What follows belongs to an exercise in optimizing a design on an open flow for small area; a production flow would make more cautious choices. Only simulation tests tie the RTL to the original design; equivalence was not proved. No driver is modelled on the clock port, so clock power and skew are understated where the tree is cut down; a real chip needs a root buffer or a tree. Power is estimated from default activity; no workload was simulated.

[flow/config.mk]
export PLATFORM = sky130hd
export DESIGN_NAME = vga_player_top
export DESIGN_NICKNAME = vga_player_top
export VERILOG_FILES = /design/flow/design.v
export SDC_FILE = /design/flow/constraint.sdc
export NUM_CORES = 4
export LEC_CHECK = 0
export CAP_MARGIN = 20
export CORE_MARGIN = 2
export CORE_UTILIZATION = 60
export SLEW_MARGIN = 20
[flow/constraint.sdc]
create_clock -name core_clock -period 31.75 [get_ports {px_clk}]
set_input_delay 6.3500 -clock core_clock [delete_from_list [all_inputs] [get_ports {px_clk}]]
set_output_delay 6.3500 -clock core_clock [all_outputs]
set_load 0.01 [all_outputs]
[flow/design.v]
`default_nettype none
package vga_player_pkg;
    localparam int ROW_BITS = 128;
    localparam int BLOCK_PX = 8;
    localparam int BLOCKS_X = 80;
    localparam logic [7:0] READ_CMD = 8'h6B;
endpackage
`default_nettype wire
`timescale 1ns/1ps
`default_nettype none
module vga_player_top #(
    parameter int H_ACTIVE     = 640,
    parameter int H_FRONT      = 16,
    parameter int H_SYNC       = 96,
    parameter int H_BACK       = 80,
    parameter int V_ACTIVE     = 480,
    parameter int V_FRONT      = 1,
    parameter int V_SYNC       = 3,
    parameter int V_BACK       = 36,
    parameter int FRAME_REPEAT = 3,
    parameter int FRAME_COUNT  = 16
) (
    input  wire                             px_clk,
    input  wire                             rst,
    input  wire [2:0]                       color_on,
    input  wire [2:0]                       color_off,
    input  wire [3:0]                       io_in,
    output logic [3:0]                      qspi,
    output logic [5:0]                      rgb,
    output logic                            hsync,
    output logic                            vsync,
    output logic                            sound_p,
    output logic                            sound_n
);
    localparam int H_TOTAL = H_ACTIVE + H_FRONT + H_SYNC + H_BACK;
    localparam int V_TOTAL = V_ACTIVE + V_FRONT + V_SYNC + V_BACK;
    localparam int H_SYNC_START = H_ACTIVE + H_FRONT;
    localparam int V_SYNC_START = V_ACTIVE + V_FRONT;
    localparam int BANDS = V_ACTIVE / 8;
    function automatic logic geq(input logic [9:0] x, input logic [9:0] c);
        geq = 1'b1;
        for (int i = 0; i < 10; i++) begin
            geq = c[i] ? (x[i] && geq) : (x[i] || geq);
        end
    endfunction
    function automatic logic leq(input logic [9:0] x, input logic [9:0] c);
        leq = 1'b1;
        for (int i = 0; i < 10; i++) begin
            leq = c[i] ? (!x[i] || leq) : (!x[i] && leq);
        end
    endfunction
    logic [9:0] h;
    logic       blank;
    logic [5:0] bq;
    logic [2:0] ln;
    wire line_end    = h == H_TOTAL - 1;
    wire active_end  = !blank && bq == 6'(BANDS) && ln == 3'd7;
    wire frame_end   = blank && bq == 6'((V_TOTAL - V_ACTIVE) / 8 - 1) && ln == 3'd7;
    always_ff @(posedge px_clk) begin
        if (rst) begin
            h <= '0;
            {blank, bq, ln} <= {1'b0, 6'd1, 3'd0};
        end else if (line_end) begin
            h <= '0;
            if (frame_end) begin
                {blank, bq, ln} <= {1'b0, 6'd1, 3'd0};
            end else if (active_end) begin
                {blank, bq, ln} <= {1'b1, 6'd0, 3'd0};
            end else begin
                {bq, ln} <= {bq, ln} + 1'b1;
            end
        end else begin
            h <= h + 1'b1;
        end
    end
    wire active = leq(h, 10'(H_ACTIVE - 1)) && !blank;
    logic [3:0] frame_idx;
    logic [1:0] repeat_idx;
    always_ff @(posedge px_clk) begin
        if (rst) begin
            repeat_idx <= '0;
            frame_idx  <= '0;
        end else if (line_end && active_end) begin
            if (repeat_idx == FRAME_REPEAT - 1) begin
                repeat_idx <= '0;
                frame_idx  <= frame_idx + 1'b1;
            end else begin
                repeat_idx <= repeat_idx + 1'b1;
            end
        end
    end
    wire read_line = ln == 3'd0 && (blank ? bq == 6'd0 : bq != 6'(BANDS));
    wire [5:0] bn = bq;
    wire [9:0] row_num = 10'(frame_idx * 6'd60) + 10'(bn);
    logic out_bit;
    always_comb begin
        case (h[4:0])
            5'd2:  out_bit = vga_player_pkg::READ_CMD[7];
            5'd3:  out_bit = vga_player_pkg::READ_CMD[6];
            5'd4:  out_bit = vga_player_pkg::READ_CMD[5];
            5'd5:  out_bit = vga_player_pkg::READ_CMD[4];
            5'd6:  out_bit = vga_player_pkg::READ_CMD[3];
            5'd7:  out_bit = vga_player_pkg::READ_CMD[2];
            5'd8:  out_bit = vga_player_pkg::READ_CMD[1];
            5'd9:  out_bit = vga_player_pkg::READ_CMD[0];
            5'd20: out_bit = row_num[9];
            5'd21: out_bit = row_num[8];
            5'd22: out_bit = row_num[7];
            5'd23: out_bit = row_num[6];
            5'd24: out_bit = row_num[5];
            5'd25: out_bit = row_num[4];
            5'd26: out_bit = row_num[3];
            5'd27: out_bit = row_num[2];
            5'd28: out_bit = row_num[1];
            5'd29: out_bit = row_num[0];
            default: out_bit = 1'b0;
        endcase
    end
    wire sel   = read_line && geq(h, 10'd1) && leq(h, 10'd74);
    wire sclk  = read_line && geq(h, 10'd2) && leq(h, 10'd74);
    wire io_oe = read_line && geq(h, 10'd2) && leq(h, 10'd33);
    assign qspi = {!sel, sclk, io_oe && out_bit, io_oe};
    wire cap_pix   = read_line && geq(h, 10'd55) && leq(h, 10'd74);
    wire cap_sound = read_line && (geq(h, 10'd43) && leq(h, 10'd46) && repeat_idx == 2'd0
        || geq(h, 10'd47) && leq(h, 10'd50) && repeat_idx[0]
        || geq(h, 10'd51) && leq(h, 10'd54) && repeat_idx[1]);
    logic [19:0] cache [4];
    logic [19:0] disp [4];
    logic        valid;
    wire xfer_line = ln == 3'd7 && (!blank || bq == 6'd0);
    wire xfer = xfer_line && geq(h, 10'd651) && leq(h, 10'd670);
    wire rot  = leq(h, 10'(H_ACTIVE - 1)) && h[4:0] == 5'd31;
    always_ff @(posedge px_clk) begin
        for (int k = 0; k < 4; k++) begin
            cache[k] <= {cap_pix ? io_in[3-k] : cache[k][0], cache[k][19:1]};
            if (xfer || rot) begin
                disp[k] <= {xfer ? cache[k][0] : disp[k][0], disp[k][19:1]};
            end
        end
    end
    wire pix_on = active && (valid || bq[1]) && disp[h[4:3]][0];
    logic [2:0] rgb_q;
    always_ff @(posedge px_clk) begin
        if (rst) begin
            rgb_q   <= color_off;
        end else begin
            rgb_q   <= pix_on ? color_on : color_off;
        end
    end
    assign rgb   = {{2{rgb_q[2]}}, {2{rgb_q[1]}}, {2{rgb_q[0]}}};
    assign hsync = !(geq(h, 10'(H_SYNC_START + 1)) && leq(h, 10'(H_SYNC_START + H_SYNC)));
    assign vsync = !(blank && bq == 6'd0 && (h == 10'd0 ? ln >= 3'd2 && ln <= 3'd4
                                                        : ln >= 3'd1 && ln <= 3'd3));
    logic [3:0] sring [4];
    logic [1:0] lring [4];
    logic [7:0] threshold_n;
    logic       sound_q;
    wire low_load   = ln == 3'd0 && !blank && (h == 10'd1 || h == 10'd2);
    wire high_load  = ln == 3'd4 && (blank ? bq == 6'd4 : bq != 6'(BANDS))
        && (h == 10'd3 || h == 10'd4);
    wire sound_load = h == 10'd0 && ln == 3'd0 && !blank;
    wire half_band  = h == 10'd0 && ln == 3'd4;
    wire [7:0] word_l = {lring[0][1], lring[1][1], lring[2][1], lring[3][1],
                         lring[0][0], lring[1][0], lring[2][0], lring[3][0]};
    always_ff @(posedge px_clk) begin
        for (int k = 0; k < 4; k++) begin
            sring[k] <= {cap_sound ? io_in[3-k] : sring[k][0], sring[k][3:1]};
            lring[k] <= {low_load || high_load ? sring[k][0] : lring[k][0], lring[k][1]};
        end
    end
    wire [1:0] counter_hi = 2'(h[7:6] + ln[1:0]);
    wire [7:0] threshold = ~threshold_n;
    wire below = counter_hi < threshold[7:6]
        || counter_hi == threshold[7:6] && h[5:0] < threshold[5:0];
    always_ff @(posedge px_clk) begin
        if (sound_load || half_band) begin
            threshold_n <= ~word_l;
        end
    end
    always_ff @(posedge px_clk) begin
        if (rst) begin
            valid   <= 1'b0;
            sound_q <= 1'b0;
        end else begin
            if (h == 10'd0 && bq[1]) begin
                valid <= 1'b1;
            end
            sound_q <= valid && below;
        end
    end
    assign sound_p = sound_q;
    assign sound_n = !sound_q;
endmodule
`default_nettype wire
[flow/flow/run.sh]
#!/bin/bash
# The standard ORFS layout (standard.sh) with these changes:
#  - synthesis: ABC runs flow/abc_area_opt.script, an area-oriented script,
#    in place of ORFS's abc_speed.script, and adders are left to ABC instead
#    of being mapped to ha/fa cells (ADDER_MAP_FILE empty). Everything else
#    in synthesis (the -nofsm -noshare synth, flip-flop mapping, flattening,
#    renaming) is the standard flow's own synth_recipe.tcl, so the registers are the same.
#  - after floorplan, logic cells are swapped to the smallest cell of their
#    family (flow/downsize.tcl); placement's repair_design resizes as needed.
#  - port buffers are buf_1 (every port still gets its own buffer).
#  - clock tree of clkbuf_16 only, clusters of up to 28 registers, without
#    dummy loads; after CTS the middle tree level is removed
#    (flow/cts_flatten.tcl), so the clock port drives one root buffer that
#    drives every leaf buffer; the root is then resized to clkbuf_8.
# Each ORFS step logs to orfs/logs/...; make's output goes to standard.log.
set -e
HERE=$(pwd)
rm -rf "$HERE/orfs_scripts"
cp -r "$FLOW_HOME/scripts" "$HERE/orfs_scripts"
cp "$HERE/flow/abc_area_opt.script" "$HERE/orfs_scripts/abc_speed.script"
export SCRIPTS_DIR="$HERE/orfs_scripts"
export ADDER_MAP_FILE=
export POST_FLOORPLAN_TCL="$HERE/flow/downsize.tcl"
export BUFFER_PORTS_ARGS="-buffer_cell sky130_fd_sc_hd__buf_1"
export POST_CTS_TCL="$HERE/flow/cts_flatten.tcl"
export CTS_ARGS="-sink_clustering_enable -repair_clock_nets -buf_list sky130_fd_sc_hd__clkbuf_16 -sink_clustering_size 28 -sink_clustering_max_diameter 100 -dont_use_dummy_load"
bash standard.sh > standard.log 2>&1
[flow/flow/abc_area_opt.script]
&get -n
&st
&dch
&nf -a
&st
&syn2
&if -g -K 6
&synch2
&nf -a
&st
&syn2
&if -g -K 6
&synch2
&nf -a
&st
&syn2
&if -g -K 6
&synch2
&nf -a
&st
&syn2
&if -g -K 6
&synch2
&nf -a
&st
&syn2
&if -g -K 6
&synch2
&nf -a
&st
&dch
&nf -a
&put
mfs2
strash
&get -n
&st
&dch
&nf -a -R 1000
&put
mfs2
strash
&get -n
&st
&dch
&nf -a -R 1000
&put
mfs2
strash
&get -n
&st
&dch
&nf -a -R 1000
&put
topo
[flow/flow/cts_flatten.tcl]
# After CTS: remove the clock tree's middle levels, so the root buffer (the
# only cell the clock port drives) feeds every leaf buffer directly. A
# buffer is bypassed when its output drives only other buffers and its input
# is not the clock port's net: its loads move to its input net, then the
# buffer and its output net are deleted.
set block [ord::get_db_block]
set clk_net [$block findNet px_clk]
proc is_buf {inst} {
  return [string match "sky130_fd_sc_hd__clkbuf_*" [[$inst getMaster] getName]]
}
proc out_iterm {inst} {
  foreach it [$inst getITerms] {
    if {[$it isOutputSignal]} { return $it }
  }
  return NULL
}
proc in_iterm {inst} {
  foreach it [$inst getITerms] {
    if {[$it isInputSignal]} { return $it }
  }
  return NULL
}
set changed 1
set removed 0
while {$changed} {
  set changed 0
  foreach inst [$block getInsts] {
    if {![is_buf $inst]} { continue }
    set oit [out_iterm $inst]
    set iit [in_iterm $inst]
    if {$oit eq "NULL" || $iit eq "NULL"} { continue }
    set onet [$oit getNet]
    set inet [$iit getNet]
    if {$onet eq "NULL" || $inet eq "NULL"} { continue }
    if {[$inet getName] eq [$clk_net getName]} { continue }
    set only_bufs 1
    set loads {}
    foreach it [$onet getITerms] {
      if {[$it getInst] eq $inst} { continue }
      if {![is_buf [$it getInst]]} { set only_bufs 0 }
      lappend loads $it
    }
    if {!$only_bufs || [llength $loads] == 0} { continue }
    foreach it $loads {
      $it disconnect
      $it connect $inet
    }
    $oit disconnect
    $iit disconnect
    odb::dbInst_destroy $inst
    odb::dbNet_destroy $onet
    incr removed
    set changed 1
    break
  }
}
puts "cts_flatten.tcl: removed $removed clock buffers"

# The root now drives only the leaf buffers' inputs: a clkbuf_8 is enough.
foreach it [$clk_net getITerms] {
  set inst [$it getInst]
  if {[is_buf $inst] && [[$inst getMaster] getName] eq "sky130_fd_sc_hd__clkbuf_16"} {
    replace_cell [$inst getName] sky130_fd_sc_hd__clkbuf_8
    puts "cts_flatten.tcl: root [$inst getName] resized to clkbuf_8"
  }
}
[flow/flow/downsize.tcl]
# After floorplan: swap each logic cell to the smallest cell of the same
# family (same function and pins, e.g. nor4_4 -> nor4_1). Synthesis sizes
# for a far tighter clock than the real one; repair_design in placement
# upsizes again wherever slew or capacitance needs it.
set db [ord::get_db]
set block [ord::get_db_block]
set dont_use $::env(DONT_USE_CELLS)
set best [dict create]
foreach lib [$db getLibs] {
  foreach m [$lib getMasters] {
    set n [$m getName]
    if {[lsearch -exact $dont_use $n] >= 0} { continue }
    if {![regexp {^(sky130_fd_sc_hd__[a-z0-9]+)_([0-9]+)$} $n -> base drv]} { continue }
    set a [expr {[$m getWidth] * [$m getHeight]}]
    if {![dict exists $best $base] || $a < [lindex [dict get $best $base] 1]} {
      dict set best $base [list $n $a]
    }
  }
}
set count 0
foreach inst [$block getInsts] {
  set n [[$inst getMaster] getName]
  if {![regexp {^(sky130_fd_sc_hd__[a-z0-9]+)_([0-9]+)$} $n -> base drv]} { continue }
  if {![dict exists $best $base]} { continue }
  set target [lindex [dict get $best $base] 0]
  if {$target ne $n} {
    replace_cell [$inst getName] $target
    incr count
  }
}
puts "downsize.tcl: replaced $count cells"
[flow/standard.sh]
#!/bin/bash
# synth_recipe.tcl (not shown) runs the flow's synth.tcl, then flattens the netlist and writes it again
# the make line also repeats each setting of config.mk as NAME=value (left out here)
make -C /OpenROAD-flow-scripts/flow DESIGN_CONFIG=/design/flow/config.mk WORK_HOME=/design/flow/orfs CLKGATE_MAP_FILE= SYNTH_SCRIPT=/design/flow/synth_recipe.tcl "${@:-finish}"
==> metrics.cfg <==
[status]
status = timing/DRC/antenna clean

[synth]
synthXorXnorAreaFrac_pct = 1.289
syn_inst = 459
syn_area_mm2 = 0.006795
yosysTopAreaCell = dfxtp_1
seq_area_frac_synth_pct = 78.66
yosys.area_share.simple_pct = 8.599
synth_warnings = 5
synth_top_area_share_pct = 39.77
synth_top_family_by_area = simple AND/OR/NAND/NOR gates
synth.ff_latch_count = 223
synth_common_cells = dfxtp_1, edfxtp_1, nor2_1, a21oi_1, nand2_1
ys.flop_type = dfxtp_1
synth.avg_cell_area_um2 = 14.80
async_flop_share_pct = 0
ys_top_cells_by_area = dfxtp_1, edfxtp_1, mux2_1, a21oi_1, nor3_1
muxShareOfSynthArea_pct = 3.627
synth_most_common_cell = dfxtp_1
synth_compound_area_share_pct = 6.352
synth.distinct_cells = 41
synth_adder_area_share_pct = 0.1473
synth_nets = 471
synth_edf_count = 88

[timing]
worstMarginPinSlew_ps = 980.1
maxSlewHeadroom_pct = 34.66
max_freq_mhz = 111.3
finalCritPeriodShare_pct = 28.29
final-hold-violation-count = 0
finalSetupViolCount = 0
final_max_slew_viol_count = 0
setup_slack_ps = 22770
rsz0062_at_grt = false
setup_tns_ps = 0
worst_clock_skew_ps = 11.76
finalCriticalPeriod_ps = 8983

[detailed_routing]
avgRoutedWirePerCell_um = 15.70
routed_wirelength_um = 9875
ant_nets = 0
dr.first_iter.drc_count = 232
via_per_inst = 5.498
route.detailed.drc = 0
first_pass_iters = 4
vias = 3458

[die]
num_rows = 38
die_height_um = 110.4
placeableCoreArea_mm2 = 0.01094
die_x_um = 110.4
io_pins = 26
die-area_mm2 = 0.01219
start_util_pct = 62.14

[global_route]
antenna_found_initial = 0
first_global_vias = 3268
grt_max_degree = 81
grt.overflow.total = 0
grt.total_usage_pct = 16.86
grt_pass1_wl_um = 16170

[cts]
clkTransAtPathRegs_ps = 100
cts.sinks = 223
clock_latency_ps = 440

[run]
cap_violations = 0

[pwr]
p_leak_uw = 0.002528
powerDensity_mw_per_mm2 = 59.84
vdd_drop_max_mv = 0.06314
clockPowerShare_pct = 28.0
p_int_uw = 352.0
p_sw_uw = 82.19
p_comb_share_pct = 2.3
power.share.sequential_pct = 69.7
netSwitchingFraction_pct = 18.93

[min_path]
worst_hold_startpoint = sring[0][2]
min_to = sring[0][1]
hold_path.class = flip-flop to flip-flop
hold_depth = 0

[placed_design]
postPlaceCellArea_mm2 = 0.007043
gp_congestion = 0.8623
dp_hpwl_um = 6145
port_buffers = 25
post-place-ws_ps = 23270
dp.cells = 620

[critical_path]
required_ps = 25400
r2r_slack_ps = 27630
cp_max_fo = 9
start_kind = flip-flop
worst-setup-path-type = flip-flop to output port
worstReg2RegEnd = frame_idx[3]
endpoint_kind = output port
r2r_start = h[0]
reg2reg_depth = 12
cp.arrival_ps = 2630

[cells_and_area]
final_area_mm2 = 0.007257
area_growth_syn_to_layout_pct = 6.794
fin_util_pct = 66.36
n_antenna_cell = 0
layout-drive-gt1-share_pct = 2.454
fin_cells = 629
fillers = 793
nNetsFinal = 503

-- layout by cell type (no fill, tap or decap), drive strengths merged, types with 2 or more instances in the layout --
| cell | Yosys | routed |
|---|---|---|
| a2111oi | 4 | 4 |
| a211oi | 4 | 4 |
| a21oi | 22 | 22 |
| a22oi | 2 | 2 |
| a31oi | 3 | 3 |
| and2 | 5 | 5 |
| and3 | 10 | 10 |
| buf | 5 | 26 |
| clkbuf | 0 | 9 |
| clkinv | 14 | 14 |
| dfxtp | 135 | 135 |
| edfxtp | 88 | 88 |
| mux2 | 19 | 19 |
| nand2 | 20 | 20 |
| nand2b | 7 | 7 |
| nand3 | 10 | 10 |
| nand3b | 3 | 3 |
| nand4 | 2 | 2 |
| nor2 | 25 | 25 |
| nor2b | 6 | 6 |
| nor3 | 19 | 19 |
| nor4 | 6 | 6 |
| o21a | 5 | 5 |
| o21ai | 16 | 16 |
| o22ai | 3 | 3 |
| o41ai | 2 | 2 |
| xnor2 | 7 | 7 |
| xor2 | 3 | 3 |
-- critical path, stage by stage, from the launching register on --
cell and delay, ps:
dfxtp_1 470, nor2b_1 230, o21ai_0 200, maj3_1 430
a2111oi_0 360, o21ai_0 140, nand4_1 110, a31oi_1 80
buf_1 160
-- worst max path at each step --
stage                       from      end  slack [ps]  depth (start not counted)
floorplan           frame_idx[0]  qspi[1]       23550                         10
global placement    frame_idx[0]  qspi[1]       23360                         11
detailed placement  frame_idx[0]  qspi[1]       23270                         11
global route        frame_idx[0]  qspi[1]       22420                          8
finish              frame_idx[0]  qspi[1]       22770                          8
-- state kept, by name, indices dropped and copies added, names as in the netlist --
signal and cells:
frame_idx 4, sound_q 1, ln 3, h 10, blank 1, rgb_q 3
lring 8, disp 80, threshold_n 8, valid 1, repeat_idx 2, bq 6
cache 80, sring 16
-- metrics by stage --
stage / power [uW] / hold WS (ps)
after floorplan: 315.8 / 309.6
after global placement: 318.9 / 310.5
after detailed placement: 319.2 / 312.1
final: 434.2 / 334.6
after global routing: 449.6 / 341.5
-- per-layer routing --
layer / part of all wire (%) / routed length [um] / vias to the layer above / GRT usage (%)
li1: - / - / 1719 / -
met5: 0 / 0 / - / 0
met4: 1.8 / 178 / 0 / 6.583
met3: 3.5 / 342 / 12 / 3.787
met1: 51 / 5021 / 1665 / 24.73
met2: 44 / 4331 / 62 / 24.79
-- cells by family after synthesis --
family / Yosys count
fa+ha+maj: 1
flops: 223
compound gates: 69
mux: 21
simple gates: 116
buf+inv: 19
xor+xnor: 10
-- power by group through the flow --
stage	clock network, uW	registers, uW	logic (uW)
2_1_floorplan	0	308	7.52
3_3_place_gp	0	309	9.94
3_5_place_dp	0	309	10.1
5_1_grt	135	303	11.3
6_report	122	303	9.98
-- area by class of cell --
type                            instances  area (um2)  share of cell area (%)
Inverter                               14       52.55                  0.7241
Tap cell                              140       175.2                   2.414
Multi-Input combinational cell        217        1369                   18.86
Clock buffer                            9       214.0                   2.948
Timing Repair Buffer                   26       101.3                   1.397
Sequential cell                       223        5345                   73.66

separate check: timing with driven ports:
How much do the figures lean on ideal ports? The routed layout below was timed once more, with nothing changed but the port constraints. Step 1 sets driving cells, clkbuf_16 on the clock port and buf_2 on the other inputs (assumed; they add their load-dependent delay and slew). Step 2 times the ports against the registers' clock, not the clock port: input delays grow and output delays shrink by t, the midpoint of the rising clock arrivals with the driver on. a / b / c = ideal / step 1 / step 2; a / b = the first two.
t (ns): 0.468
slack for setup (ns): 22.767 / 22.733 / 23.201
clock arrival spread, ns: 0.012 / 0.011
slew at the worst register clock pin (ns): 0.10 / 0.10
worst data-port slew with drivers (ns): 0.03
After both steps this run still meets setup and hold. The setup slack of this run moves by -0.034 ns with the drivers and by +0.434 ns with both steps.
